Context: an optimization exercise on an open-source flow, tuned for small area, a short achievable clock period and few clock cycles per item. The choices shown serve that exercise and are no tape-out recipe. At most, simulation tests tie the RTL to the original design; equivalence was not proved. For run 1, only the layout was checked, not whether the RTL still works. Power is estimated from default activity; no workload was simulated.

[flow/flow/run.sh]
#!/bin/bash
# Standard layout, with timing repair aiming for 7 ns of setup slack at the
# 10 ns clock (so the paths are optimised for a shorter achieved period), and
# a small clock tree: the design has about 70 flip-flops.
set -euo pipefail
bash standard.sh SETUP_SLACK_MARGIN=7 \
	"CTS_ARGS=-buf_list sky130_fd_sc_hd__clkbuf_8 -repair_clock_nets -dont_use_dummy_load" \
	finish > make_finish.log 2>&1
[flow/standard.sh]
#!/bin/bash
# synth_recipe.tcl (not shown) runs the flow's synth.tcl, then flattens the netlist and writes it again
# the make line also repeats each setting of config.mk as NAME=value (left out here)
make -C /OpenROAD-flow-scripts/flow DESIGN_CONFIG=/design/flow/config.mk WORK_HOME=/design/flow/orfs CLKGATE_MAP_FILE= SYNTH_SCRIPT=/design/flow/synth_recipe.tcl "${@:-finish}"
[flow/config.mk]
export PLATFORM = sky130hd
export DESIGN_NAME = bch_decoder
export DESIGN_NICKNAME = bch_decoder
export VERILOG_FILES = /design/flow/design.v
export SDC_FILE = /design/flow/constraint.sdc
export NUM_CORES = 4
export LEC_CHECK = 0
export CAP_MARGIN = 20
export CORE_MARGIN = 2
export CORE_UTILIZATION = 60
export SLEW_MARGIN = 20
[flow/constraint.sdc]
create_clock -name core_clock -period 10.0 [get_ports {clk}]
set_input_delay 2.0000 -clock core_clock [delete_from_list [all_inputs] [get_ports {clk}]]
set_output_delay 2.0000 -clock core_clock [all_outputs]
set_load 0.01 [all_outputs]
[flow/design.v]
package bch_pkg;
	localparam logic [63:0] M_A1_63 = 64'h28140a052330180c;  
	localparam logic [63:0] M_R1_63 = 64'h0603201008040201;  
	localparam logic [63:0] M_A3_63 = 64'h092f3c1e0f2c160b;  
	localparam logic [63:0] M_R3_63 = 64'h2e17201008040201;  
	localparam logic [63:0] M_SQ_63 = 64'h00002c0b17100401;  
	localparam logic [63:0] M_LT_63 = 64'h0000141e341c143a;  
	localparam logic [7:0]  L1_63   = 8'h3a;  
	localparam logic [8:0]  M3_63   = 9'h057;
	localparam int          NPOW_63 = 8;  
	localparam logic [63:0] POW_63 = 64'h1f0d2f0911130c01;
	localparam logic [63:0] M_A1_255 = 64'h261387cde8743a1d;  
	localparam logic [63:0] M_R1_255 = 64'h8040201008040201;  
	localparam logic [63:0] M_A3_255 = 64'hfe7f844221abee77;  
	localparam logic [63:0] M_R3_255 = 64'h8040201008040201;  
	localparam logic [63:0] M_SQ_255 = 64'h7f42ab7740100401;  
	localparam logic [63:0] M_LT_255 = 64'hf61002642a242cd6;  
	localparam logic [7:0]  L1_255   = 8'hd6;  
	localparam logic [8:0]  M3_255   = 9'h177;
	localparam int          NPOW_255 = 32;  
	localparam logic [255:0] POW_255 = 256'h1b2cf712c3511c8295e3fce649a84f853b810dd9fefd655f5d466a9d8f4c1d01;
	localparam int Q63 = 8;
	function automatic logic [7:0] lin(input logic [7:0] x, input logic [63:0] m);
		lin = '0;
		for (int i = 0; i < 8; i++) begin
			if (x[i]) lin = lin ^ m[8*i +: 8];
		end
	endfunction
	function automatic logic [7:0] div_a(input logic is63, input logic [7:0] u);
		if (is63) div_a = {2'b00, u[0], u[5:1]} ^ {7'd0, u[0]};
		else div_a = {u[0], u[7:1]} ^ {4'd0, u[0], u[0], u[0], 1'b0};
	endfunction
	function automatic logic [7:0] div_x3(input logic is63, input logic [7:0] u);
		if (is63) div_x3 = 8'((u[0] ? ({1'b0, u} ^ M3_63) : {1'b0, u}) >> 1);
		else div_x3 = 8'((u[0] ? ({1'b0, u} ^ M3_255) : {1'b0, u}) >> 1);
	endfunction
	function automatic logic [7:0] add_mod(input logic is63, input logic [7:0] a,
		input logic [7:0] b);
		logic [7:0] g, t, gg, tt, gn, tn, c;
		logic       w;
		g = a & b;
		t = a ^ b;
		gg = g;
		tt = t;
		for (int d = 1; d < 8; d = d * 2) begin
			gn = gg;
			tn = tt;
			for (int i = d; i < 8; i++) begin
				gn[i] = gg[i] | (tt[i] & gg[i-d]);
				tn[i] = tt[i] & tt[i-d];
			end
			gg = gn;
			tt = tn;
		end
		w = is63 ? (gg[5] | tt[5]) : (gg[7] | tt[7]);
		c[0] = w;
		for (int i = 1; i < 8; i++) begin
			c[i] = gg[i-1] | (tt[i-1] & w);
		end
		add_mod = t ^ c;
		if (is63) add_mod[7:6] = 2'b00;
	endfunction
endpackage
module bch_syndrome (
	input                          clk,
	input                          rstn,
	input                          i_set,
	input  [1:0]                   i_code,
	input  [8-1:0]       i_data,
	output                         o_ready,
	output                         o_valid,
	input                          i_take,
	input                          i_free_next,
	output logic [7:0]             o_s1,
	output logic [7:0]             o_s3,
	output logic                   o_is63
);
	logic [4:0] cnt_q;
	logic       pend_q;
	logic       busy;
	logic       rdy_q;
	logic       pend_d;
	logic       en;
	logic       last;
	logic [7:0] bits;
	logic [7:0] s1_fb;
	logic [7:0] s3_fb;
	assign busy = (cnt_q != 5'd0);
	assign en = rdy_q;
	assign o_ready = rdy_q;
	assign pend_d = (en && last) || (pend_q && !i_take);
	assign last = busy && (cnt_q == (o_is63 ? 5'd7 : 5'd31));
	assign o_valid = pend_q;
	always_comb begin
		s1_fb = '0;
		s3_fb = '0;
		if (busy) begin
			if (o_is63) begin
				s1_fb = bch_pkg::lin(o_s1, bch_pkg::M_A1_63);
				s3_fb = bch_pkg::lin(o_s3, bch_pkg::M_A3_63);
			end else begin
				s1_fb = bch_pkg::lin(o_s1, bch_pkg::M_A1_255);
				s3_fb = bch_pkg::lin(o_s3, bch_pkg::M_A3_255);
			end
		end
		bits = {i_data[7] & busy, i_data[6:0]};
	end
	always_ff @(posedge clk or negedge rstn) begin
		if (!rstn) begin
			cnt_q <= '0;
			pend_q <= 1'b0;
			rdy_q <= 1'b1;
		end else begin
			if (busy) begin
				if (en) begin
					cnt_q <= last ? 5'd0 : cnt_q + 5'd1;
				end
			end else begin
				cnt_q <= {4'd0, en && i_set};
			end
			pend_q <= pend_d;
			rdy_q <= !pend_d || i_free_next;
		end
	end
	always_ff @(posedge clk) begin
		if (en) begin
			o_s1 <= s1_fb ^ bits;
			o_s3 <= s3_fb ^ bits;
			if (!busy) begin
				o_is63 <= (i_code == 2'd1);
			end
		end
	end
endmodule
module bch_berlekamp (
	input                          clk,
	input                          rstn,
	input                          i_valid,
	output                         o_take,
	output                         o_free_next,
	input  [7:0]                   i_s1,
	input  [7:0]                   i_s3,
	input                          i_is63,
	output logic                   o_finish,
	output [8-1:0]        o_odata
);
	logic       s_idle, s_a, s_b, s_c, s_e1, s_e2, s_sort, s_o0, s_o1;
	logic       n_idle, n_a, n_b, n_c, n_e1, n_e2, n_sort, n_o0, n_o1;
	logic [2:0] j_q;
	logic       is63_q;
	logic [7:0] z_q;
	logic [7:0] r_q;
	logic [7:0] a_q;
	logic       valid_q;
	logic       hit_q;
	logic       zero_q;
	logic [4:0] gi_q;
	logic       hit_n;
	logic [4:0] gi_n;
	logic       zero;
	logic       found;
	logic [7:0] l;
	logic [7:0] z_step;
	logic       srch;
	logic [7:0] r_sq;
	logic [7:0] r_exp;
	logic       a_bit;
	logic       b_last;
	logic [7:0] y;
	logic [7:0] s1_red;
	logic [7:0] s3_red;
	logic [7:0] p;
	logic       lt;
	logic       load;
	logic       is63_n;
	assign zero = zero_q;
	assign found = valid_q && (hit_q || zero);
	assign l = zero ? 8'd255 : {gi_q, j_q};
	always_comb begin
		if (is63_q) begin
			a_bit = s_a ? gi_q[2] : a_q[3'd5 - j_q];
			r_sq = bch_pkg::lin(r_q, bch_pkg::M_SQ_63);
			y = bch_pkg::lin(r_q, bch_pkg::M_LT_63) ^ bch_pkg::L1_63;
			b_last = (j_q == 3'd5);
		end else begin
			a_bit = s_a ? gi_q[4] : a_q[3'd7 - j_q];
			r_sq = bch_pkg::lin(r_q, bch_pkg::M_SQ_255);
			y = bch_pkg::lin(r_q, bch_pkg::M_LT_255) ^ bch_pkg::L1_255;
			b_last = (j_q == 3'd7);
		end
		r_exp = a_bit ? bch_pkg::div_x3(is63_q, r_sq) : r_sq;
		z_step = bch_pkg::div_a(is63_q, z_q);
		if (i_is63) begin
			s1_red = bch_pkg::lin(i_s1, bch_pkg::M_R1_63);
			s3_red = bch_pkg::lin(i_s3, bch_pkg::M_R3_63);
		end else begin
			s1_red = i_s1;
			s3_red = i_s3;
		end
	end
	assign p = zero ? 8'd255 : bch_pkg::add_mod(is63_q, a_q, {gi_q, j_q});
	assign lt = (r_q < z_q);
	assign load = (s_idle || s_o1) && i_valid;
	assign o_take = load;
	always_comb begin
		n_idle = (s_idle || s_o1) && !i_valid;
		n_a = load || (s_a && !found);
		n_b = (s_a && found && !zero) || (s_b && !b_last);
		n_c = s_b && b_last;
		n_e1 = s_c || (s_e1 && !found);
		n_e2 = (s_e1 && found) || (s_e2 && !found);
		n_sort = s_e2 && found;
		n_o0 = s_sort || (s_a && found && zero);
		n_o1 = s_o0;
	end
	assign o_free_next = n_idle || n_o1;
	assign is63_n = load ? i_is63 : is63_q;
	bch_chien u_search (
		.i_z    (z_q),
		.i_is63 (is63_q),
		.o_hit  (hit_n),
		.o_i    (gi_n)
	);
	always_ff @(posedge clk or negedge rstn) begin
		if (!rstn) begin
			s_idle <= 1'b1;
			s_a <= 1'b0;
			s_b <= 1'b0;
			s_c <= 1'b0;
			s_e1 <= 1'b0;
			s_e2 <= 1'b0;
			s_sort <= 1'b0;
			s_o0 <= 1'b0;
			s_o1 <= 1'b0;
			o_finish <= 1'b0;
		end else begin
			s_idle <= n_idle;
			s_a <= n_a;
			s_b <= n_b;
			s_c <= n_c;
			s_e1 <= n_e1;
			s_e2 <= n_e2;
			s_sort <= n_sort;
			s_o0 <= n_o0;
			s_o1 <= n_o1;
			o_finish <= n_o0 || n_o1;
		end
	end
	always_ff @(posedge clk) begin
		hit_q <= hit_n;
		zero_q <= (z_q == 8'd0);
		gi_q <= gi_n;
		if (load || s_c || (s_e1 && found)) begin
			j_q <= 3'd7;
		end else if (s_a && found) begin
			j_q <= 3'd1;
		end else begin
			j_q <= j_q + 3'd1;
		end
		is63_q <= is63_n;
		if (s_a && found) begin
			a_q <= l;
		end
		valid_q <= (s_a || s_e1 || s_e2) && !found;
		if (found && (s_a || s_e2)) begin
			z_q <= p;
		end else if (s_c || (s_e1 && found)) begin
			z_q <= y ^ {7'd0, s_e1};
		end else if (s_a || s_e1 || s_e2) begin
			z_q <= z_step;
		end else if (s_o0 || (s_sort && lt)) begin
			z_q <= r_q;
		end else if (load) begin
			z_q <= s1_red;
		end
		if (found && (s_e1 || (s_a && zero))) begin
			r_q <= p;
		end else if (s_b || (s_a && found)) begin
			r_q <= r_exp;
		end else if (s_sort && lt) begin
			r_q <= z_q;
		end else if (load) begin
			r_q <= s3_red;
		end
	end
	assign o_odata = z_q;
endmodule
module bch_chien (
	input  [7:0]                   i_z,
	input                          i_is63,
	output logic                   o_hit,
	output logic [4:0]             o_i
);
	logic [15:0] hi;
	logic [15:0] lo;
	logic [bch_pkg::NPOW_255-1:0] m255;
	logic [bch_pkg::NPOW_63-1:0]  m63;
	always_comb begin
		for (int v = 0; v < 16; v++) begin
			hi[v] = (i_z[7:4] == 4'(v));
			lo[v] = (i_z[3:0] == 4'(v));
		end
		for (int i = 0; i < bch_pkg::NPOW_255; i++) begin
			m255[i] = hi[bch_pkg::POW_255[8*i+4 +: 4]] && lo[bch_pkg::POW_255[8*i +: 4]] && !i_is63;
		end
		for (int i = 0; i < bch_pkg::NPOW_63; i++) begin
			m63[i] = hi[bch_pkg::POW_63[8*i+4 +: 4]] && lo[bch_pkg::POW_63[8*i +: 4]] && i_is63;
		end
		o_hit = (|m255) || (|m63);
		o_i = '0;
		for (int i = 0; i < bch_pkg::NPOW_255; i++) begin
			if (m255[i]) o_i = o_i | 5'(i);
		end
		for (int i = 0; i < bch_pkg::NPOW_63; i++) begin
			if (m63[i]) o_i = o_i | 5'(i);
		end
	end
endmodule
module bch_decoder (
	input                      clk,
	input                      rstn,
	input                      i_set,
	input  [1:0]               i_code,
	input  [8-1:0]   i_data,
	output                     o_ready,
	output                     o_finish,
	output [8-1:0]    o_odata
);
	logic       syn_valid;
	logic       syn_take;
	logic       free_next;
	logic [7:0] s1;
	logic [7:0] s3;
	logic       is63;
	bch_syndrome u_syndrome (
		.clk     (clk),
		.rstn    (rstn),
		.i_set   (i_set),
		.i_code  (i_code),
		.i_data  (i_data),
		.o_ready (o_ready),
		.o_valid (syn_valid),
		.i_take  (syn_take),
		.i_free_next (free_next),
		.o_s1    (s1),
		.o_s3    (s3),
		.o_is63  (is63)
	);
	bch_berlekamp u_solver (
		.clk      (clk),
		.rstn     (rstn),
		.i_valid  (syn_valid),
		.o_take   (syn_take),
		.o_free_next (free_next),
		.i_s1     (s1),
		.i_s3     (s3),
		.i_is63   (is63),
		.o_finish (o_finish),
		.o_odata  (o_odata)
	);
endmodule
==> results.ini, run 1 <==
[setup_path]
path_class = reg2out
setup.worst_path.start_class = flop
path_max_fanout = 2
cpMaxStageDelayCell = dfstp_4
critPathMaxStageDelay_ns = 0.63
crit_chain = buf_6
cp_data_required_time_ns = 8.00
endpoint_kind = output pin
cp_top_family = flip-flops
cp_num_buf_inv = 1
arrival_ns = 1.09

[routing]
drt_iter0_drc = 592
wl_per_cell_um = 20.33
routed_wl_mm = 17.30
route.detailed.drc = 0
vias = 5441
vias_per_cell = 6.394
drtAntennaViolNets = 0
drt_pre_antenna_iters = 5

[timing]
slew_violations = 0
period_needed_ns = 3.086
fin_tns_setup_ns = 0
worst_clock_skew_ns = 0.02318
relSlewSlack_pct = 39.06
tightestPinTransition_ns = 0.8911
timing.fmax_ghz = 0.3240
setup_viol = 0
hold_viol_final = 0
timing.final.crit_share_pct = 30.86
rsz0062_at_grt = true

[clock_network]
clock_latency_ns = 0.35
cts_max_path_buffers = 2
clock-root-buffer = clkbuf_8
cts_buffers = 9
clk_pin_slew_ns = 0.08
htreeDepth = 3
cts_tree = yes
clock_sinks = 70

[run_status]
status = timing/DRC/antenna clean

[synthesis]
synth_cell_types = 71
ys.flop_type = edfxtp_1
synth.avg_cell_area_um2 = 8.558
yosysTopAreaCellShare_pct = 21.02
postSynthCellCount = 701
yosysWarnings = 3
seq_area_frac_synth_pct = 31.82
ys_ff_latch = 70
synth_nets = 739
synth_area_um2 = 6000
yosysTopAreaCell = edfxtp_1
synth-edff-count = 42
async_flop_share_pct = 24.29
synth_area_leaders = edfxtp_1 21%, xnor2_1 9.1%, dfrtp_1 6.3%, xor2_1 6.0%, ha_1 5.0%

[floorplan]
core-area_um2 = 9729
initial_core_util_pct = 61.66
core.rowCount = 36
fp.dieH_um = 104.0
dieArea_um2 = 10820
io_pins = 23
die-width_um = 104.0

[layout]
antenna_cells = 0
drive_gt1_share_pct = 12.12
fin_nets = 758
nFillCells = 825
syn_to_final_growth_pct = 10.07
layout.cells.non_filler = 851

[global_route]
grt_usage_pct = 32.23
grt_pass1_vias = 5347
grt_start_max_net_pins = 39
grt_pass1_wl_mm = 27.70
antenna_found_initial = 0
grt_overflow = 0

[hold_path]
hp-class = reg2reg

[placement]
dpl.hpwl_mm = 11.98
place_congestion = 0.9848
numPortBuffers = 22
dp.cells = 821

[power_and_ir_drop]
power.leakage_uw = 0.002691
power.switching_uw = 507.9
combPwrFrac_pct = 50.1
power.density_nw_per_um2 = 205.2
intPower_uw = 847.1
switching_share_pct = 37.48
pwr-share-seq_pct = 36.7
clockPowerShare_pct = 13.2
ir_drop_v = 0.0002255

[job]
drv_cap = 0

-- cell usage in the layout, fill, tap and decap left out, types with 20 or more instances in the layout --
master and instances:
nand2_1 70, nand3_1 25, a21oi_1 26, xnor2_1 62, nor3_1 24, ha_1 20
nor2_1 52, buf_4 24, o21ai_0 56, inv_1 20, xor2_1 41, edfxtp_1 42
-- cell families after synthesis --
| logic type | share of synthesized area [%] |
|---|---|
| adders and majority gates | 5.339 |
| xor gates and xnor gates | 15.81 |
| buffers and inverters | 4.317 |
| AOI/OAI and AO/OA | 17.31 |
| DFF | 31.82 |
| muxes | 4.984 |
| and+or+nand+nor | 20.42 |
-- final cells by class --
type	instances	area [µm²]	area share (%)
Multi-Input combinational cell	568	3916	59.30
Sequential cell	70	1921	29.08
Timing Repair Buffer	48	382.9	5.798
Tap cell	133	166.4	2.520
Clock buffer	9	123.9	1.876
Inverter	23	93.84	1.421
-- synthesized netlist by cell type, drive strengths merged (3+ instances only) --
cell    count
or3         8
o21a        8
and3        4
nand2b     15
mux2        5
buf        14
a21oi      29
nand3      25
clkbuf     26
a211oi      3
dfxtp      11
nor2b      10
a31oi       5
a22o        4
edfxtp     42
or2        11
nor3       24
or3b        3
dfrtp      15
xor2       41
mux2i      19
xnor2      62
a21boi      3
ha         24
and2        6
o31ai       3
o21ai      57
inv        22
nand4      11
o22ai       3
a21o       12
nand2      70
o211ai      7
nor2       54
-- path summary, 6_finish.rpt --
kind                                  start  slack [ns]               to  depth (start not counted)
max                        u_syndrome.rdy_q        6.91          o_ready                          1
min                           u_solver.s_o0        0.44    u_solver.s_o1                          0
max reg2reg                 u_solver.z_q[6]        7.12  u_solver.z_q[0]                          9
min reg2reg                   u_solver.s_o0        0.44    u_solver.s_o1                          0
max in group asynchronous              rstn        7.45     u_solver.s_c                          1
min in group asynchronous              rstn        2.08     u_solver.s_b                          1
-- power groups by stage --
stage,combinational (µW),clock [µW],sequential (µW)
floorplan,577,0,469
global placement,622,0,514
detailed placement,641,0,516
CTS,675,181,494
global route,772,190,505
finish,679,179,497
-- metrics by stage --
| step | hold WS (ns) | total power [µW] | util, % | cell area, µm² | worst slack (ns) |
|---|---|---|---|---|---|
| 4_1_cts | 0.4413 | 1350 | 66.77 | 6496 | 6.887 |
| 6_report | 0.4352 | 1355 | 67.88 | 6604 | 6.914 |
| 5_1_grt | 0.4590 | 1466 | 67.88 | 6604 | 6.892 |
| 2_1_floorplan | 0.3744 | 1046 | - | 6000 | 7.129 |
| 3_3_place_gp | 0.4068 | 1136 | 64.31 | 6257 | 6.509 |
| 3_5_place_dp | 0.4213 | 1157 | 64.31 | 6257 | 6.514 |
-- state kept, by name, indices dropped and copies added, names as in the netlist, 3 cells and up, named ones only --
name / cells
u_solver.a_q: 8
u_solver.r_q: 8
u_solver.z_q: 8
u_syndrome.o_s1: 8
u_syndrome.o_s3: 8
u_solver.gi_q: 5
u_syndrome.cnt_q: 5
u_solver.j_q: 3
-- what timing repair did --
action	in CTS	in global routing
resized for setup	44	18
hold buffers	0	0
endpoints found under the setup margin	42	33
buffers inserted	14	7
pin swaps	0	4
endpoints found under the hold margin	0	0
-- layer usage --
layer	up-vias	share of wire [%]	global-route usage [%]
li1	2529	-	-
met1	2540	40	41.61
met2	313	46	51.97
met3	59	8.4	5.952
met4	0	4.8	16.12
met5	-	0	0
==> run 2, diff against run 1 <==
--- a/flow/design.v
+++ b/flow/design.v
@@ -89,7 +89,7 @@
 	assign en = rdy_q;
 	assign o_ready = rdy_q;
 	assign pend_d = (en && last) || (pend_q && !i_take);
-	assign last = busy && (cnt_q == (o_is63 ? 5'd7 : 5'd31));
+	assign last = busy && (cnt_q == (o_is63 ? 5'd11 : 5'd16));
 	assign o_valid = pend_q;
 	always_comb begin
 		s1_fb = '0;
@@ -113,7 +113,7 @@
 		end else begin
 			if (busy) begin
 				if (en) begin
-					cnt_q <= last ? 5'd0 : cnt_q + 5'd1;
+					cnt_q <= last ? 5'd0 : {cnt_q[3:0], cnt_q[4] ^ cnt_q[2]};
 				end
 			end else begin
 				cnt_q <= {4'd0, en && i_set};
@@ -141,7 +141,7 @@
 	input  [7:0]                   i_s1,
 	input  [7:0]                   i_s3,
 	input                          i_is63,
-	output logic                   o_finish,
+	output                         o_finish,
 	output [8-1:0]        o_odata
 );
 	logic       s_idle, s_a, s_b, s_c, s_e1, s_e2, s_sort, s_o0, s_o1;
@@ -151,7 +151,6 @@
 	logic [7:0] z_q;
 	logic [7:0] r_q;
 	logic [7:0] a_q;
-	logic       valid_q;
 	logic       hit_q;
 	logic       zero_q;
 	logic [4:0] gi_q;
@@ -174,16 +173,16 @@
 	logic       load;
 	logic       is63_n;
 	assign zero = zero_q;
-	assign found = valid_q && (hit_q || zero);
+	assign found = hit_q || zero;
 	assign l = zero ? 8'd255 : {gi_q, j_q};
 	always_comb begin
 		if (is63_q) begin
-			a_bit = s_a ? gi_q[2] : a_q[3'd5 - j_q];
+			a_bit = a_q[3'd5 - j_q];
 			r_sq = bch_pkg::lin(r_q, bch_pkg::M_SQ_63);
 			y = bch_pkg::lin(r_q, bch_pkg::M_LT_63) ^ bch_pkg::L1_63;
 			b_last = (j_q == 3'd5);
 		end else begin
-			a_bit = s_a ? gi_q[4] : a_q[3'd7 - j_q];
+			a_bit = a_q[3'd7 - j_q];
 			r_sq = bch_pkg::lin(r_q, bch_pkg::M_SQ_255);
 			y = bch_pkg::lin(r_q, bch_pkg::M_LT_255) ^ bch_pkg::L1_255;
 			b_last = (j_q == 3'd7);
@@ -215,6 +214,7 @@
 	end
 	assign o_free_next = n_idle || n_o1;
 	assign is63_n = load ? i_is63 : is63_q;
+	assign srch = (s_a || s_e1 || s_e2) && !found;
 	bch_chien u_search (
 		.i_z    (z_q),
 		.i_is63 (is63_q),
@@ -232,7 +232,6 @@
 			s_sort <= 1'b0;
 			s_o0 <= 1'b0;
 			s_o1 <= 1'b0;
-			o_finish <= 1'b0;
 		end else begin
 			s_idle <= n_idle;
 			s_a <= n_a;
@@ -243,17 +242,16 @@
 			s_sort <= n_sort;
 			s_o0 <= n_o0;
 			s_o1 <= n_o1;
-			o_finish <= n_o0 || n_o1;
 		end
 	end
 	always_ff @(posedge clk) begin
-		hit_q <= hit_n;
-		zero_q <= (z_q == 8'd0);
+		hit_q <= hit_n && srch;
+		zero_q <= (z_q == 8'd0) && srch;
 		gi_q <= gi_n;
 		if (load || s_c || (s_e1 && found)) begin
 			j_q <= 3'd7;
 		end else if (s_a && found) begin
-			j_q <= 3'd1;
+			j_q <= 3'd0;
 		end else begin
 			j_q <= j_q + 3'd1;
 		end
@@ -261,7 +259,6 @@
 		if (s_a && found) begin
 			a_q <= l;
 		end
-		valid_q <= (s_a || s_e1 || s_e2) && !found;
 		if (found && (s_a || s_e2)) begin
 			z_q <= p;
 		end else if (s_c || (s_e1 && found)) begin
@@ -275,7 +272,7 @@
 		end
 		if (found && (s_e1 || (s_a && zero))) begin
 			r_q <= p;
-		end else if (s_b || (s_a && found)) begin
+		end else if (s_b) begin
 			r_q <= r_exp;
 		end else if (s_sort && lt) begin
 			r_q <= z_q;
@@ -284,6 +281,7 @@
 		end
 	end
 	assign o_odata = z_q;
+	assign o_finish = s_o0 || s_o1;
 endmodule
 module bch_chien (
 	input  [7:0]                   i_z,
==> results.ini, run 2 <==
[floorplan]
die-width_um = 101.6  ; was 104.0 µm
io_pins = 23  ; unchanged
dieArea_um2 = 10330  ; was 10820 µm²
initial_core_util_pct = 61.88  ; was 61.66%
core.rowCount = 35  ; was 36
core-area_um2 = 9240  ; was 9729 µm²
fp.dieH_um = 101.6  ; was 104.0 µm

[synthesis]
synth_compound_area_share_pct = 16.65  ; was 17.31%
synth_simple_gate_area_share_pct = 18.45  ; was 20.42%
synth_cell_types = 68  ; was 71
synth_nets = 691  ; was 739
synth_xor_area_share_pct = 17.13  ; was 15.81%
synth.area.mux_share_pct = 5.470  ; was 4.984%
ys_ff_latch = 68  ; was 70
seq_area_frac_synth_pct = 32.60  ; was 31.82%
synth_area_leaders = edfxtp_1 22%, xnor2_1 10%, xor2_1 6.7%, dfrtp_1 6.1%, ha_1 4.8%  ; was edfxtp_1 21%, xnor2_1 9.1%, dfrtp_1 6.3%, xor2_1 6.0%, ha_1 5.0%
synth_top_family_by_area = simple AND/OR/NAND/NOR gates  ; unchanged
ys.flop_type = edfxtp_1  ; unchanged
yosysWarnings = 3  ; unchanged
yosysTopAreaCell = edfxtp_1  ; unchanged
synth.avg_cell_area_um2 = 8.730  ; was 8.558 µm²
synth_area_um2 = 5718  ; was 6000 µm²
synth-edff-count = 42  ; unchanged
post-synth-top-count-cell = xnor2_1  ; was nand2_1
async_flop_share_pct = 23.53  ; was 24.29%
synth_commonest_cells = 66 x xnor2_1, 60 x nand2_1, 53 x nor2_1  ; was 70 x nand2_1, 62 x xnor2_1, 57 x o21ai_0
postSynthCellCount = 655  ; was 701
synth_fa_ha_area_share_pct = 5.164  ; was 5.339%
yosysTopAreaCellShare_pct = 22.06  ; was 21.02%

[timing]
relSlewSlack_pct = 46.09  ; was 39.06%
setup_viol = 0  ; unchanged
timing.fmax_ghz = 0.3230  ; was 0.3240 GHz
period_needed_ns = 3.096  ; was 3.086 ns
worst_slack_ns = 6.904  ; was 6.914 ns
slew_violations = 0  ; unchanged
hold_viol_final = 0  ; unchanged
timing.final.crit_share_pct = 30.96  ; was 30.86%
fin_tns_setup_ns = 0  ; unchanged
rsz0062_at_grt = true  ; unchanged
tightestPinTransition_ns = 0.7986  ; was 0.8911 ns
worst_clock_skew_ns = 0.02223  ; was 0.02318 ns

[routing]
vias_per_cell = 6.422  ; was 6.394
route.detailed.drc = 0  ; unchanged
vias = 5067  ; was 5441
routed_wl_mm = 15.63  ; was 17.30 mm
drtAntennaViolNets = 0  ; unchanged
drt_iter0_drc = 393  ; was 592
wl_per_cell_um = 19.81  ; was 20.33 µm
drt_pre_antenna_iters = 5  ; unchanged

[setup_path]
endpoint_kind = output pin  ; unchanged
arrival_ns = 1.10  ; was 1.09 ns
reg2regPathDepth = 9  ; unchanged
path_class = reg2out  ; unchanged
setup.worst_path.start_class = flop  ; unchanged
rrSetupSlack_ns = 7.05  ; was 7.12 ns
path_max_fanout = 2  ; unchanged
cp_data_required_time_ns = 8.00  ; about the same

[layout]
nFillCells = 785  ; was 825
drive_gt1_share_pct = 10.30  ; was 12.12%
final_cell_mix = 66 x xnor2_1, 60 x nand2_1, 53 x nor2_1  ; was 70 x nand2_1, 62 x xnor2_1, 56 x o21ai_0
fin_nets = 698  ; was 758
mostFrequentLayoutCell = xnor2_1  ; was nand2_1
post-route-util_pct = 66.87  ; was 67.88%
antenna_cells = 0  ; unchanged
syn_to_final_growth_pct = 8.053  ; was 10.07%

[global_route]
grt_usage_pct = 31.05  ; was 32.23%
grt_overflow = 0  ; unchanged
antenna_found_initial = 0  ; unchanged
grt_pass1_vias = 4802  ; was 5347
grt_pass1_wl_mm = 24.60  ; was 27.70 mm
grt_start_max_net_pins = 39  ; unchanged

[clock_network]
postCtsHoldBufs = 0  ; unchanged
clock-root-buffer = clkbuf_8  ; unchanged
clock_sinks = 68  ; was 70
clk_pin_slew_ns = 0.07  ; was 0.08 ns
cts_max_path_buffers = 2  ; unchanged
htreeDepth = 3  ; unchanged
cts_buffers = 9  ; unchanged
cts_tree = yes  ; unchanged
clock_latency_ns = 0.35  ; about the same

[power_and_ir_drop]
ir_drop_v = 0.0002783  ; was 0.0002255 V
power.leakage_uw = 0.002441  ; was 0.002691 µW
power.density_nw_per_um2 = 196.8  ; was 205.2 nW/µm²

[placement]
post-place-ws_ns = 6.485  ; was 6.514 ns
dpl.hpwl_mm = 11.34  ; was 11.98 mm
numPortBuffers = 22  ; unchanged
place_congestion = 0.9627  ; was 0.9848

[job]
drv_cap = 0  ; unchanged

[run_status]
status = timing/DRC/antenna clean  ; unchanged

[hold_path]
hp-class = reg2reg  ; unchanged
worstHoldPathCells = 1  ; was 0

[run 2: cell count changes in the layout (fill, tap and decap cells not counted), sizes merged, moves of 7 or more]
cell,change
o21ai,-15
nand3,-13
nand2,-10
a21oi,+9
buf,-8
nand4,-7
[run 2: power breakdown]
group / switching, µW / internal (µW) / total, µW
Clock: 96.3 / 80.3 / 177
Combinational: 291 / 302 / 593
Sequential: 66.6 / 380 / 446
Total: 454 / 762 / 1220
[run 2: layout make-up]
type	count	area (µm²)	area share, %
Inverter	20	78.83	1.276
Timing Repair Buffer	39	315.3	5.103
Sequential cell	68	1869	30.26
Tap cell	129	161.4	2.612
Multi-Input combinational cell	524	3630	58.75
Clock buffer	9	123.9	2.005
[run 2: worst max-delay path: stages, from the launching register on]
cell,delay [ns]
dfrtp_1,0.40
or2_4,0.23
buf_6,0.12
[run 2: final timing paths]
path,start,to
worst min-delay path,u_syndrome.pend_q,u_solver.s_idle
worst max register to register,u_solver.a_q[3],u_solver.r_q[0]
max in group asynchronous,rstn,u_syndrome.cnt_q[4]
worst min register to register,u_syndrome.pend_q,u_solver.s_idle
min in group asynchronous,rstn,asynchronous set/reset pin
worst max-delay path,u_solver.s_o0,o_finish
[run 2: what timing repair did]
action | in CTS | in global routing
pin swaps | 1 | 1
setup buffers | 12 | 3
gates resized for setup | 39 | 8
setup endpoints to repair | 42 | 28
[run 2: kinds of logic (layout without fill, tap and decap cells)]
kind of cell	count (synthesis)	in the layout
mux	27	27
flops	68	68
simple gates	216	216
buf+inv	63	68
fa+ha+maj	23	23
xor+xnor	111	111
compound gates	147	147
[run 2: layer usage]
layer	GRT usage, %	wire, µm	up-vias
met1	39.89	6277	2347
met4	15.38	760	0
met5	0	0	-
met2	50.76	7382	312
met3	5.107	1210	76
li1	-	-	2332
[run 2: stage by stage]
step | total power [µW] | hold WS [ns] | instances | instance area (µm²)
floorplan | 928.4 | 0.3888 | 655 | 5718
global placement | 1016 | 0.4127 | 765 | 5936
detailed placement | 1032 | 0.4300 | 765 | 5936
CTS | 1214 | 0.4509 | 786 | 6130
global route | 1293 | 0.4637 | 789 | 6178
finish | 1216 | 0.4501 | 789 | 6178
Testbench counts of run 2, summed over its fixed seeds: cycles 14,902, frames 512.
==> run 3, diff against run 2 <==
--- a/flow/config.mk
+++ b/flow/config.mk
@@ -7,5 +7,5 @@
 export LEC_CHECK = 0
 export CAP_MARGIN = 20
 export CORE_MARGIN = 2
-export CORE_UTILIZATION = 60
+export CORE_UTILIZATION = 65
 export SLEW_MARGIN = 20
==> results.ini, run 3 <==
[run_status]
status = timing/DRC/antenna clean  ; unchanged

[routing]
vias_per_cell = 6.671  ; was 6.422
vias = 5103  ; was 5067
wl_per_cell_um = 20.35  ; was 19.81 µm
drt_pre_antenna_iters = 5  ; unchanged
drtAntennaViolNets = 0  ; unchanged
drt_iter0_drc = 546  ; was 393
route.detailed.drc = 0  ; unchanged
routed_wl_mm = 15.57  ; was 15.63 mm

[floorplan]
dieArea_um2 = 9563  ; was 10330 µm²
core-area_um2 = 8636  ; was 9240 µm²
fp.dieH_um = 97.79  ; was 101.6 µm
initial_core_util_pct = 66.21  ; was 61.88%
die-width_um = 97.79  ; was 101.6 µm
io_pins = 23  ; unchanged
core.rowCount = 34  ; was 35

[clock_network]
clock_sinks = 68  ; unchanged
cts_max_path_buffers = 2  ; unchanged
clock_latency_ns = 0.34  ; was 0.35 ns
cts_buffers = 9  ; unchanged
cts_tree = yes  ; unchanged
htreeDepth = 3  ; unchanged
clock-root-buffer = clkbuf_8  ; unchanged
clk_pin_slew_ns = 0.07  ; about the same
postCtsHoldBufs = 0  ; unchanged

[timing]
relSlewSlack_pct = 40.81  ; was 46.09%
hold_viol_final = 0  ; unchanged
slew_violations = 0  ; unchanged
tightestPinTransition_ns = 0.8767  ; was 0.7986 ns
fin_tns_setup_ns = 0  ; unchanged
period_needed_ns = 3.086  ; was 3.096 ns
setup_viol = 0  ; unchanged
worst_clock_skew_ns = 0.02047  ; was 0.02223 ns
hold_slack_ns = 0.4403  ; was 0.4501 ns
rsz0062_at_grt = true  ; unchanged
timing.final.crit_share_pct = 30.86  ; was 30.96%
timing.fmax_ghz = 0.3241  ; was 0.3230 GHz

[layout]
post-route-util_pct = 70.96  ; was 66.87%
mostFrequentLayoutCell = xnor2_1  ; unchanged
seq_area_um2 = 1869  ; unchanged
antenna_cells = 0  ; unchanged
nFillCells = 693  ; was 785
layout.cells.non_filler = 765  ; was 789
syn_to_final_growth_pct = 7.177  ; was 8.053%
drive_gt1_share_pct = 9.893  ; was 10.30%
fin_nets = 695  ; was 698
multiInputGateArea_um2 = 3633  ; was 3630 µm²
final_cell_mix = 66 x xnor2_1, 60 x nand2_1, 53 x nor2_1  ; unchanged

[global_route]
grt_pass1_wl_mm = 24.61  ; was 24.60 mm
antenna_found_initial = 0  ; unchanged
grt_usage_pct = 32.47  ; was 31.05%
grt_overflow = 0  ; unchanged
grt_pass1_vias = 4839  ; was 4802
grt_start_max_net_pins = 39  ; unchanged

[setup_path]
worstSetupStartpoint = u_solver.s_o1  ; was u_solver.s_o0
path_class = reg2out  ; unchanged
arrival_ns = 1.09  ; was 1.10 ns
endpoint_kind = output pin  ; unchanged
reg2regPathDepth = 9  ; unchanged
cp_data_required_time_ns = 8.00  ; about the same
r2r_end = u_solver.z_q[4]  ; was u_solver.r_q[0]
crit_chain = or2_4 -> buf_6  ; unchanged
timing.rr.start = u_solver.z_q[3]  ; was u_solver.a_q[3]
rrSetupSlack_ns = 7.08  ; was 7.05 ns
cpMaxStageDelayCell = dfrtp_1  ; unchanged
path_max_fanout = 2  ; unchanged
setup.worst_path.start_class = flop  ; unchanged
critPathMaxStageDelay_ns = 0.38  ; was 0.40 ns

[power_and_ir_drop]
power.total_uw = 1207  ; was 1216 µW
power.switching_uw = 444.8  ; was 453.7 µW
combPwrFrac_pct = 48.6  ; was 48.8%
pwr-share-seq_pct = 37.2  ; was 36.7%
power.leakage_uw = 0.002421  ; was 0.002441 µW
intPower_uw = 762.0  ; was 762.1 µW
ir_drop_v = 0.0002989  ; was 0.0002783 V
clockPowerShare_pct = 14.3  ; was 14.5%
switching_share_pct = 36.86  ; was 37.31%
power.density_nw_per_um2 = 196.9  ; was 196.8 nW/µm²

[synthesis]
synth_area_um2 = 5718  ; unchanged
yosysWarnings = 3  ; unchanged
async_flop_share_pct = 23.53  ; unchanged
ys_ff_latch = 68  ; unchanged
synth_commonest_cells = 66 x xnor2_1, 60 x nand2_1, 53 x nor2_1  ; unchanged
synth.avg_cell_area_um2 = 8.730  ; unchanged
synth_cell_types = 68  ; unchanged
yosysTopAreaCellShare_pct = 22.06  ; unchanged
yosysTopAreaCell = edfxtp_1  ; unchanged
postSynthCellCount = 655  ; unchanged
synth-edff-count = 42  ; unchanged
synth_area_leaders = edfxtp_1 22%, xnor2_1 10%, xor2_1 6.7%, dfrtp_1 6.1%, ha_1 4.8%  ; unchanged
seq_area_frac_synth_pct = 32.60  ; unchanged
post-synth-top-count-cell = xnor2_1  ; unchanged
synth_nets = 691  ; unchanged
ys.flop_type = edfxtp_1  ; unchanged

[hold_path]
worstHoldPathCells = 1  ; unchanged
hold_start = u_syndrome.pend_q  ; unchanged
hp-class = reg2reg  ; unchanged
holdPathEnd = u_solver.s_idle  ; unchanged

[placement]
dp.cells = 745  ; was 765
place_congestion = 1.053  ; was 0.9627
numPortBuffers = 22  ; unchanged
dpl.hpwl_mm = 11.17  ; was 11.34 mm

[job]
drv_cap = 0  ; unchanged

-- run 3: cell counts after synthesis --
Identical to the previous run, type by type.
-- run 3: cell families after synthesis --
group / Yosys count / synth area share, %
buffers and inverters: 63 / 4.529
muxes: 27 / 5.470
and+or+nand+nor: 216 / 18.45
adders and majority gates: 23 / 5.164
AOI/OAI and AO/OA: 147 / 16.65
DFF: 68 / 32.60
xor gates and xnor gates: 111 / 17.13
-- run 3: timing repair --
action	4_1_cts	5_1_grt
gates cloned	0	0
pin swaps	1	2
endpoints found under the hold margin	0	0
endpoints found under the setup margin	41	37
setup buffers	11	0
resized for setup	39	10
-- run 3: worst max-delay path, delay by kind of cell (launching register included) --
kind	cells	cell delay [ns]
DFF	1	0.38
buffers and inverters	1	0.12
and+or+nand+nor	1	0.25
-- run 3: cell type report --
cell class,count,area share (%)
Sequential cell,68,30.50
Timing Repair Buffer,36,4.696
Tap cell,108,2.205
Clock buffer,9,2.021
Inverter,20,1.286
Multi-Input combinational cell,524,59.29
-- run 3: worst max path at each step --
stage,to,slack [ns]
after CTS,o_finish,6.91
after global routing,o_finish,6.88
after detailed placement,o_ready,6.49
final,o_finish,6.91
after floorplan,o_ready,7.28
after global placement,o_ready,6.51
-- run 3: per-stage QoR --
stage / setup slack [ns] / area, µm²
floorplan: 7.277 / 5718
global placement: 6.512 / 5912
detailed placement: 6.494 / 5912
CTS: 6.907 / 6101
global route: 6.881 / 6128
finish: 6.914 / 6128
-- run 3: power by group through the flow --
| stage | clock network (µW) | registers, µW | logic (µW) |
|---|---|---|---|
| 2_1_floorplan | 0 | 408 | 520 |
| 3_3_place_gp | 0 | 451 | 553 |
| 3_5_place_dp | 0 | 454 | 575 |
| 4_1_cts | 173 | 446 | 585 |
| 5_1_grt | 185 | 452 | 654 |
| 6_report | 172 | 448 | 586 |
-- run 3: metal layers --
metal | vias up | wire length, µm | share of wire, % | global-route usage (%)
met4 | 0 | 693 | 4.5 | 13.68
li1 | 2333 | - | - | -
met3 | 64 | 1343 | 8.6 | 5.655
met5 | - | 0 | 0 | 0
met1 | 2398 | 6063 | 39 | 41.15
met2 | 308 | 7468 | 48 | 55.12
==> run 4, diff against run 3 <==
==> flow/flow/run.sh (replaced) <==
#!/bin/bash
# Standard layout, with timing repair aiming for 6.9 ns of setup slack at the
# 10 ns clock (so the paths are optimised for a shorter achieved period), and
# a small clock tree: the design has about 70 flip-flops.
set -euo pipefail
bash standard.sh SETUP_SLACK_MARGIN=6.9 \
	"CTS_ARGS=-buf_list sky130_fd_sc_hd__clkbuf_8 -repair_clock_nets -dont_use_dummy_load" \
	finish > make_finish.log 2>&1
--- a/flow/config.mk
+++ b/flow/config.mk
@@ -7,5 +7,5 @@
 export LEC_CHECK = 0
 export CAP_MARGIN = 20
 export CORE_MARGIN = 2
-export CORE_UTILIZATION = 65
+export CORE_UTILIZATION = 60
 export SLEW_MARGIN = 20
==> results.ini, run 4 <==
[setup_path]
arrival_ns = 1.10  ; was 1.09 ns
setup.worst_path.start_class = flop  ; unchanged
endpoint_kind = output pin  ; unchanged
path_max_fanout = 2  ; unchanged
cp_num_buf_inv = 1  ; unchanged
path_class = reg2out  ; unchanged
crit_chain = or2_4 -> buf_6  ; unchanged
critPathMaxStageDelay_ns = 0.40  ; was 0.38 ns
cp_top_family = flip-flops  ; unchanged
cpMaxStageDelayCell = dfrtp_1  ; unchanged
cp_data_required_time_ns = 8.00  ; about the same

[floorplan]
fp.dieH_um = 101.6  ; was 97.79 µm
die-width_um = 101.6  ; was 97.79 µm
core-area_um2 = 9240  ; was 8636 µm²
initial_core_util_pct = 61.88  ; was 66.21%
io_pins = 23  ; unchanged
dieArea_um2 = 10330  ; was 9563 µm²
core.rowCount = 35  ; was 34

[routing]
route.detailed.drc = 0  ; unchanged
routed_wl_mm = 15.58  ; was 15.57 mm
drt_pre_antenna_iters = 5  ; unchanged
vias_per_cell = 6.422  ; was 6.671
wl_per_cell_um = 19.82  ; was 20.35 µm
drt_iter0_drc = 418  ; was 546
vias = 5048  ; was 5103
drtAntennaViolNets = 0  ; unchanged

[run_status]
status = timing/DRC/antenna clean  ; unchanged

[timing]
tightestPinTransition_ns = 0.7957  ; was 0.8767 ns
relSlewSlack_pct = 46.88  ; was 40.81%
period_needed_ns = 3.099  ; was 3.086 ns
worst_clock_skew_ns = 0.02118  ; was 0.02047 ns
setup_viol = 0  ; unchanged
timing.final.crit_share_pct = 30.99  ; was 30.86%
timing.fmax_ghz = 0.3227  ; was 0.3241 GHz
rsz0062_at_grt = true  ; unchanged
fin_tns_setup_ns = 0  ; unchanged
slew_violations = 0  ; unchanged
hold_viol_final = 0  ; unchanged

[synthesis]
synth_area_leaders = edfxtp_1 22%, xnor2_1 10%, xor2_1 6.7%, dfrtp_1 6.1%, ha_1 4.8%  ; unchanged
synth-edff-count = 42  ; unchanged
seq_area_frac_synth_pct = 32.60  ; unchanged
postSynthCellCount = 655  ; unchanged
synth.avg_cell_area_um2 = 8.730  ; unchanged
synth_cell_types = 68  ; unchanged
ys_ff_latch = 68  ; unchanged
yosysTopAreaCell = edfxtp_1  ; unchanged
async_flop_share_pct = 23.53  ; unchanged
ys.flop_type = edfxtp_1  ; unchanged
post-synth-top-count-cell = xnor2_1  ; unchanged
synth_nets = 691  ; unchanged
synth_area_um2 = 5718  ; unchanged
yosysWarnings = 3  ; unchanged
yosysTopAreaCellShare_pct = 22.06  ; unchanged
synth_commonest_cells = 66 x xnor2_1, 60 x nand2_1, 53 x nor2_1  ; unchanged

[power_and_ir_drop]
clockPowerShare_pct = 14.5  ; was 14.3%
power.total_uw = 1215  ; was 1207 µW
ir_drop_v = 0.0002771  ; was 0.0002989 V
intPower_uw = 761.8  ; was 762.0 µW
combPwrFrac_pct = 48.7  ; was 48.6%
switching_share_pct = 37.28  ; was 36.86%
power.switching_uw = 452.8  ; was 444.8 µW
power.density_nw_per_um2 = 197.0  ; was 196.9 nW/µm²
pwr-share-seq_pct = 36.8  ; was 37.2%
power.leakage_uw = 0.002429  ; was 0.002421 µW

[layout]
drive_gt1_share_pct = 8.980  ; was 9.893%
fin_area_um2 = 6166  ; was 6128 µm²
mostFrequentLayoutCell = xnor2_1  ; unchanged
antenna_cells = 0  ; unchanged
layout.cells.non_filler = 786  ; was 765
syn_to_final_growth_pct = 7.834  ; was 7.177%
fin_nets = 695  ; unchanged
final_cell_mix = 66 x xnor2_1, 60 x nand2_1, 53 x nor2_1  ; unchanged

[clock_network]
clk_pin_slew_ns = 0.07  ; about the same
clock-root-buffer = clkbuf_8  ; unchanged
postCtsHoldBufs = 0  ; unchanged
cts_tree = yes  ; unchanged
clock_latency_ns = 0.35  ; was 0.34 ns
cts_max_path_buffers = 2  ; unchanged
clock_sinks = 68  ; unchanged
htreeDepth = 3  ; unchanged
cts_buffers = 9  ; unchanged

[global_route]
grt_pass1_vias = 4800  ; was 4839
grt_overflow = 0  ; unchanged
grt_start_max_net_pins = 39  ; unchanged
grt_usage_pct = 31.04  ; was 32.47%
grt_pass1_wl_mm = 24.58  ; was 24.61 mm
antenna_found_initial = 0  ; unchanged

[placement]
dpl_cell_area_um2 = 5936  ; was 5912 µm²
dp.cells = 765  ; was 745
place_congestion = 0.9627  ; was 1.053
numPortBuffers = 22  ; unchanged
dpl.hpwl_mm = 11.34  ; was 11.17 mm

[hold_path]
hp-class = reg2reg  ; unchanged

[job]
drv_cap = 0  ; unchanged

## run 4: cell counts after synthesis
No cell type changed its count.
## run 4: cells by family after synthesis
logic type / share of synthesized area (%)
AOI/OAI and AO/OA: 16.65
xor gates and xnor gates: 17.13
adders and majority gates: 5.164
buffers and inverters: 4.529
DFF: 32.60
muxes: 5.470
and+or+nand+nor: 18.45
## run 4: path summary, 6_finish.rpt
check	start	to	slack, ns	cells after the start
worst min register to register	u_syndrome.pend_q	u_solver.s_idle	0.45	1
worst min-delay path	u_syndrome.pend_q	u_solver.s_idle	0.45	1
worst max register to register	u_solver.z_q[2]	u_solver.z_q[6]	7.02	10
worst max-delay path	u_solver.s_o0	o_finish	6.90	2
min in group asynchronous	rstn	asynchronous set/reset pin	2.06	1
max in group asynchronous	rstn	u_syndrome.cnt_q[4]	7.50	1
## run 4: worst reg2reg max path, delay by kind of cell, from the launching register on
family / cells / cell delay (ns)
AO/OA/AOI/OAI: 6 / 1.30
buffers and inverters: 2 / 0.44
AND/OR/NAND/NOR: 1 / 0.42
flip-flops: 1 / 0.35
adder cells (fa/ha/maj): 1 / 0.33
## run 4: layout make-up
cell class	count	area [µm²]
Fill cell	777	3074
Tap cell	129	161.4
Sequential cell	68	1869
Inverter	20	78.83
Clock buffer	9	123.9
Timing Repair Buffer	36	306.5
Multi-Input combinational cell	524	3626
## run 4: per-layer routing
metal / up-vias / routed length, µm / GRT usage, %
met5: - / 0 / 0
met4: 0 / 756 / 15.49
met3: 73 / 1164 / 5.038
met2: 283 / 7365 / 50.71
met1: 2360 / 6289 / 39.89
li1: 2332 / - / -
## run 4: per-stage QoR
step                      util [%]  worst slack (ns)  hold WS, ns
after floorplan                  -             7.277       0.3888
after global placement       64.24             6.498       0.4127
after detailed placement     64.24             6.485       0.4300
after CTS                    66.51             6.760       0.4509
after global routing         66.73             6.873       0.4637
final                        66.73             6.901       0.4513
## run 4: what timing repair did
item,4_1_cts,5_1_grt
setup endpoints to repair,38,16
pin swaps,1,0
gates resized for setup,22,9
buffers inserted,12,0
## run 4: power groups by stage
| stage | Sequential, µW | Clock, µW | Combinational (µW) |
|---|---|---|---|
| 6_report | 446 | 177 | 592 |
| 5_1_grt | 453 | 187 | 653 |
| 4_1_cts | 445 | 179 | 590 |
| 3_5_place_dp | 452 | 0 | 579 |
| 3_3_place_gp | 451 | 0 | 565 |
| 2_1_floorplan | 408 | 0 | 520 |

[afterwards: timing with drivers on the ports]
The flow's constraints put no driver on any port. The routed layouts listed below were extracted and timed again, unchanged, in two steps.
Step 1 (the two cells are an assumption about what drives the block):
set clk [get_ports {clk}]
set_driving_cell -lib_cell sky130_fd_sc_hd__clkbuf_16 $clk
set_driving_cell -lib_cell sky130_fd_sc_hd__buf_2 [delete_from_list [all_inputs] $clk]
Step 2 times the ports against the registers' clock, not the clock port: input delays grow and output delays shrink by t, the midpoint of the rising clock arrivals with the driver on.
Slacks: no drivers / after step 1 / after step 2; pairs: no drivers / after step 1.
run | t (ns) | setup slack, ns | hold slack, ns
run 1 | 0.378 | 6.914 / 6.879 / 6.806 | 0.435 / 0.435 / 0.435
run 2 | 0.374 | 6.904 / 6.871 / 6.895 | 0.450 / 0.450 / 0.450
run 3 | 0.369 | 6.914 / 6.881 / 6.870 | 0.440 / 0.440 / 0.440
run 4 | 0.372 | 6.901 / 6.869 / 6.886 | 0.451 / 0.451 / 0.451
After both steps every run listed still meets setup and hold. The setup slack of run 1, which loses most, moves by -0.035 ns with the drivers and by -0.108 ns with both steps.
